Context: an optimization exercise on an open-source flow, tuned for small area. The choices shown serve that exercise and are no tape-out recipe.
The RTL was checked by simulation tests, not by an equivalence proof against the original design.
Power and IR drop assume default switching activity.

==> flow/design.v <==
package dma_pkg;
    typedef logic [32-1:0] word_t;
    typedef logic [32-1:0] addr_t;
    typedef logic [5-1:0] beat_t;
    typedef logic [12-3:0]   words_t;   
    typedef enum logic [1:0] {
        IDLE   = 2'b00,
        BUSY   = 2'b01,
        NONSEQ = 2'b10,
        SEQ    = 2'b11
    } htrans_e;
    typedef enum logic [2:0] {
        SINGLE = 3'b000,
        INCR   = 3'b001,
        INCR4  = 3'b011,
        INCR8  = 3'b101,
        INCR16 = 3'b111
    } hburst_e;
    typedef enum logic [2:0] {
        BSEL_SINGLE = 3'd0,
        BSEL_INCR4  = 3'd1,
        BSEL_INCR8  = 3'd2,
        BSEL_INCR16 = 3'd3
    } burst_sel_e;
    typedef enum logic [2:0] {
        SEQ_IDLE,
        SEQ_REQ,
        SEQ_READ,
        SEQ_WRITE,
        SEQ_DONE
    } seq_state_e;
endpackage
`timescale 1ns/10ps
module dma_ao222n (
    input  logic a1, a2, b1, b2, c1, c2,
    output logic y
);
    assign y = !((a1 && a2) || (b1 && b2) || (c1 && c2));
endmodule
module dma_nand2 (
    input  logic a, b,
    output logic y
);
    assign y = !(a && b);
endmodule
module dma_and3n4 (
    input  logic a, b, c, d, e, f,
    output logic y
);
    logic t;
    assign t = a && b && c;
    assign y = !(t && d && e && f);
endmodule
module dma_rmux16 (
    input  logic [15:0] d,
    input  logic [15:0] s,
    output logic        y
);
    logic [5:0] n;
    dma_ao222n u0 (.a1(d[0]),  .a2(s[0]),  .b1(d[1]),  .b2(s[1]),  .c1(d[2]),  .c2(s[2]),  .y(n[0]));
    dma_ao222n u1 (.a1(d[3]),  .a2(s[3]),  .b1(d[4]),  .b2(s[4]),  .c1(d[5]),  .c2(s[5]),  .y(n[1]));
    dma_ao222n u2 (.a1(d[6]),  .a2(s[6]),  .b1(d[7]),  .b2(s[7]),  .c1(d[8]),  .c2(s[8]),  .y(n[2]));
    dma_ao222n u3 (.a1(d[9]),  .a2(s[9]),  .b1(d[10]), .b2(s[10]), .c1(d[11]), .c2(s[11]), .y(n[3]));
    dma_ao222n u4 (.a1(d[12]), .a2(s[12]), .b1(d[13]), .b2(s[13]), .c1(d[14]), .c2(s[14]), .y(n[4]));
    dma_nand2  u5 (.a(d[15]), .b(s[15]), .y(n[5]));
    dma_and3n4 u6 (.a(n[0]), .b(n[1]), .c(n[2]), .d(n[3]), .e(n[4]), .f(n[5]), .y(y));
endmodule
module dma_ao222 (
    input  logic a1, a2, b1, b2, c1, c2,
    output logic y
);
    assign y = (a1 && a2) || (b1 && b2) || (c1 && c2);
endmodule
`timescale 1ns/10ps
module dma_master_top (
    input  logic        m_HCLK,
    input  logic        m_HRESETn,
    input  logic        start,
    input  logic [31:0] src_addr,
    input  logic [31:0] dest_addr,
    input  logic [11:0] xfer_bytes,
    input  logic [2:0]  burst_sel,
    input  logic        intr_mask,
    input  logic        intr_clear,
    output logic        busy,
    output logic        dma_intr,
    output logic        hbusreq,
    input  logic        hgrant,
    output logic [1:0]  htrans,
    output logic [2:0]  hburst,
    output logic [2:0]  hsize,
    output logic [31:0] haddr,
    output logic        hwrite,
    output logic [31:0] hwdata,
    input  logic        hready,
    input  logic [31:0] hrdata
);
    localparam logic [2:0] S_IDLE  = 3'b000;
    localparam logic [2:0] S_REQ   = 3'b101;
    localparam logic [2:0] S_READ  = 3'b110;
    localparam logic [2:0] S_WRITE = 3'b111;
    localparam logic [2:0] S_DONE  = 3'b100;
    logic [2:0]  state;
    logic        status;
    logic [9:0]  words_left;
    logic [1:0]  sel_q;       
    logic [4:0]  arem;        
    logic        first;       
    logic [3:0]  ri;          
    logic        dph_valid;
    logic        dph_write;
    logic [31:0] a_q;         
    logic [31:0] b_q;         
    logic        first_rd;    
    logic [31:0] mem [16];
    logic is_write, load, done;
    logic cmd_active, issue, idle_bus, dph_done;
    logic go_read, go_write;
    logic a_end;
    logic [4:0] burst_len;
    logic [3:0] burst_last;
    logic short;
    logic hb_incr;
    logic [31:0] a_inc;
    assign is_write = (state == S_WRITE);
    assign done     = (state == S_DONE);
    assign busy     = state[2];
    assign hbusreq  = state[1] | state[0];
    assign load     = start && !busy;
    assign dma_intr = status && !intr_mask;
    assign hsize    = 3'b010;
    assign a_end      = (arem == 5'd0);
    assign cmd_active = state[1] && !a_end && hgrant;
    assign issue      = cmd_active && hready;
    assign dph_done   = hready && dph_valid;
    assign idle_bus   = !htrans[1] && !dph_valid;
    assign short = (sel_q == 2'd1) ? (words_left[9:2] == '0) :
                   (sel_q == 2'd2) ? (words_left[9:3] == '0) :
                   (sel_q == 2'd3) ? (words_left[9:4] == '0) : 1'b0;
    assign burst_len  = short ? {1'b0, words_left[3:0]} :
                        (sel_q == 2'd0) ? 5'd1 : (sel_q == 2'd1) ? 5'd4 :
                        (sel_q == 2'd2) ? 5'd8 : 5'd16;
    assign burst_last = short ? words_left[3:0] - 1'b1 : {sel_q[1] & sel_q[0], sel_q[1], sel_q[1] | sel_q[0], sel_q[1] | sel_q[0]};
    assign hburst = hb_incr ? 3'b001 : {sel_q[1], sel_q[0], sel_q[1] | sel_q[0]};
    always_comb begin
        go_read  = 1'b0;
        go_write = 1'b0;
        case (state)
            S_REQ:   go_read  = hgrant;
            S_READ:  go_write = a_end && idle_bus;
            S_WRITE: go_read  = a_end && (words_left != '0);
            default: ;
        endcase
    end
    always_ff @(posedge m_HCLK or negedge m_HRESETn) begin
        if (!m_HRESETn) begin
            state     <= S_IDLE;
            status    <= 1'b0;
            htrans    <= 2'b00;
            dph_valid <= 1'b0;
        end else begin
            case (state)
                S_IDLE:  if (start) state <= S_REQ;
                S_REQ:   if (hgrant) state <= S_READ;
                S_READ:  if (go_write) state <= S_WRITE;
                S_WRITE: if (go_read) state <= S_READ;
                         else if (a_end && idle_bus) state <= S_DONE;
                default: state <= S_IDLE;
            endcase
            if (done)
                status <= 1'b1;
            else if (intr_clear)
                status <= 1'b0;
            if (hready) begin
                dph_valid <= htrans[1];
                if (!cmd_active)
                    htrans <= 2'b00;
                else if (first || htrans == 2'b00)
                    htrans <= 2'b10;
                else
                    htrans <= 2'b11;
            end
        end
    end
    always_ff @(posedge m_HCLK) begin
        if (load) begin
            words_left <= xfer_bytes[11:2];
            sel_q      <= {burst_sel[2] | burst_sel[1], burst_sel[2] | burst_sel[0]};
        end else if (issue && is_write) begin
            words_left <= words_left - 1'b1;
        end
        if (go_read || go_write) begin
            arem  <= burst_len;
            first <= 1'b1;
        end else if (issue) begin
            arem  <= arem - 1'b1;
            first <= 1'b0;
        end
        if (go_write)
            ri <= burst_last;
        if (hready) begin
            dph_write <= hwrite;
            hwrite    <= cmd_active && is_write;
            if (cmd_active) begin
                if (first)
                    hb_incr <= short;
                else if (htrans == 2'b00)
                    hb_incr <= 1'b1;   
            end
        end
    end
    assign a_inc = {a_q[31:2] + 30'd1, a_q[1:0]};
    assign haddr = a_q;
    logic        a_sel_sw, a_sel_inc;
    logic [31:0] a_nx;
    assign a_sel_sw  = !load && first;
    assign a_sel_inc = !load && !first;
    for (genvar b = 0; b < 32; b++) begin : g_anx
        dma_ao222 u_nx (.a1(load), .a2(src_addr[b]), .b1(a_sel_sw), .b2(b_q[b]),
                        .c1(a_sel_inc), .c2(a_inc[b]), .y(a_nx[b]));
    end
    always_ff @(posedge m_HCLK) begin
        if (load || (issue && !first_rd))
            a_q <= a_nx;
        if (load)
            b_q <= dest_addr;
        else if (issue && !first_rd && first)
            b_q <= a_inc;
        if (load)
            first_rd <= 1'b1;
        else if (issue)
            first_rd <= 1'b0;
    end
    always_ff @(posedge m_HCLK) begin
        if (dph_done) begin
            mem[0] <= hrdata;
            for (int i = 1; i < 16; i++)
                mem[i] <= mem[i-1];
        end
    end
    logic [15:0] rsel;
    always_comb
        for (int i = 0; i < 16; i++)
            rsel[i] = (ri == 4'(i));
    for (genvar b = 0; b < 32; b++) begin : g_rd
        logic [15:0] col;
        for (genvar i = 0; i < 16; i++) begin : g_col
            assign col[i] = mem[i][b];
        end
        dma_rmux16 u_mux (.d(col), .s(rsel), .y(hwdata[b]));
    end
endmodule
Settings: LEC_CHECK=0, CAP_MARGIN=20, CORE_MARGIN=2, CORE_UTILIZATION=40, CTS_CLUSTER_DIAMETER=80, CTS_CLUSTER_SIZE=25, SLEW_MARGIN=20, SYNTH_HIERARCHICAL=1, SYNTH_MINIMUM_KEEP_SIZE=0; clock period 5.0 ns.
standard.sh (not shown) runs the stock make flow with config.mk's settings and CLKGATE_MAP_FILE= SYNTH_SCRIPT=/design/flow/synth_recipe.tcl, a recipe that flattens the netlist after the stock synthesis.
==> flow/flow/run.sh <==
#!/bin/bash
# The standard layout (standard.sh) with two changes:
#  - the port buffers use the smallest buffer cell, sky130_fd_sc_hd__buf_1;
#  - clock tree synthesis adds no dummy loads (same clustering as config.mk).
set -euo pipefail
export BUFFER_PORTS_ARGS="-buffer_cell sky130_fd_sc_hd__buf_1"
export CTS_ARGS="-sink_clustering_enable -repair_clock_nets -sink_clustering_size 25 -sink_clustering_max_diameter 80 -dont_use_dummy_load"
bash standard.sh finish > standard_flow.log 2>&1
Change:
--- a/flow/design.v
+++ b/flow/design.v
@@ -68,12 +68,35 @@
 module dma_ao222 (
     input  logic a1, a2, b1, b2, c1, c2,
     output logic y
 );
     assign y = (a1 && a2) || (b1 && b2) || (c1 && c2);
 endmodule
+module dma_ao22n (
+    input  logic a1, a2, b1, b2,
+    output logic y
+);
+    assign y = !((a1 && a2) || (b1 && b2));
+endmodule
+module dma_nand3 (
+    input  logic a, b, c,
+    output logic y
+);
+    assign y = !(a && b && c);
+endmodule
+module dma_rmux8 (
+    input  logic [7:0] d,
+    input  logic [7:0] s,
+    output logic       y
+);
+    logic [2:0] n;
+    dma_ao222n u0 (.a1(d[0]), .a2(s[0]), .b1(d[1]), .b2(s[1]), .c1(d[2]), .c2(s[2]), .y(n[0]));
+    dma_ao222n u1 (.a1(d[3]), .a2(s[3]), .b1(d[4]), .b2(s[4]), .c1(d[5]), .c2(s[5]), .y(n[1]));
+    dma_ao22n  u2 (.a1(d[6]), .a2(s[6]), .b1(d[7]), .b2(s[7]), .y(n[2]));
+    dma_nand3  u3 (.a(n[0]), .b(n[1]), .c(n[2]), .y(y));
+endmodule
 `timescale 1ns/10ps
 module dma_master_top (
     input  logic        m_HCLK,
     input  logic        m_HRESETn,
     input  logic        start,
     input  logic [31:0] src_addr,
@@ -103,13 +126,14 @@
     logic [2:0]  state;
     logic        status;
     logic [9:0]  words_left;
     logic [1:0]  sel_q;       
     logic [4:0]  arem;        
     logic        first;       
-    logic [3:0]  ri;          
+    logic [2:0]  ri;          
+    logic        e8;          
     logic        dph_valid;
     logic        dph_write;
     logic [31:0] a_q;         
     logic [31:0] b_q;         
     logic        first_rd;    
     logic [31:0] mem [16];
@@ -193,14 +217,16 @@
             arem  <= burst_len;
             first <= 1'b1;
         end else if (issue) begin
             arem  <= arem - 1'b1;
             first <= 1'b0;
         end
+        if (go_read)
+            e8 <= (burst_len <= 5'd8);
         if (go_write)
-            ri <= burst_last;
+            ri <= burst_last[2:0];
         if (hready) begin
             dph_write <= hwrite;
             hwrite    <= cmd_active && is_write;
             if (cmd_active) begin
                 if (first)
                     hb_incr <= short;
@@ -232,21 +258,21 @@
             first_rd <= 1'b0;
     end
     always_ff @(posedge m_HCLK) begin
         if (dph_done) begin
             mem[0] <= hrdata;
             for (int i = 1; i < 16; i++)
-                mem[i] <= mem[i-1];
-        end
-    end
-    logic [15:0] rsel;
+                mem[i] <= (i == 8 && e8) ? hrdata : mem[i-1];
+        end
+    end
+    logic [7:0] rsel;
     always_comb
-        for (int i = 0; i < 16; i++)
-            rsel[i] = (ri == 4'(i));
+        for (int i = 0; i < 8; i++)
+            rsel[i] = (ri == 3'(i));
     for (genvar b = 0; b < 32; b++) begin : g_rd
-        logic [15:0] col;
-        for (genvar i = 0; i < 16; i++) begin : g_col
-            assign col[i] = mem[i][b];
-        end
-        dma_rmux16 u_mux (.d(col), .s(rsel), .y(hwdata[b]));
-    end
-endmodule
+        logic [7:0] col;
+        for (genvar i = 0; i < 8; i++) begin : g_col
+            assign col[i] = mem[8+i][b];
+        end
+        dma_rmux8 u_mux (.d(col), .s(rsel), .y(hwdata[b]));
+    end
+endmodule
Effect: The new run went through all stages and came out clean; via count drops by about a fifth; wire length drops by about a fifth; sequential share of layout area climbs by 2.4 points; global-route usage drops by 2.3 points; hold slack degrades by 0.022 ns; setup slack improves by 0.46 ns; clock power climbs by a few percent; core utilization drops by 0.27 points; total power climbs slightly; final area drops by a few percent; final cell count drops by a few percent; combinational power barely changes; critical path depth drops by 2; sequential cell count stays the same.

separate check: timing with driven ports:
No port has a modelled driver above. Below, the same layouts with a new extraction and two added sets of constraints.
Step 1 (the two cells are an assumption about what drives the block):
set clk [get_ports {m_HCLK}]
set_driving_cell -lib_cell sky130_fd_sc_hd__clkbuf_16 $clk
set_driving_cell -lib_cell sky130_fd_sc_hd__buf_2 [delete_from_list [all_inputs] $clk]
Step 2, shift: input delay + t, output delay - t, t = (earliest + latest rising clock arrival at the registers) / 2. This alone moves slack from input paths to output paths.
a / b / c = ideal / step 1 / step 2; a / b = the first two.
run	shift t [ns]	setup slack, ns	worst register clock-pin slew, ns
the first run	0.598	0.851 / 0.792 / 1.389	0.10 / 0.10
the second run	0.600	1.312 / 1.254 / 1.854	0.11 / 0.11
After both steps setup and hold are still met in every run listed.
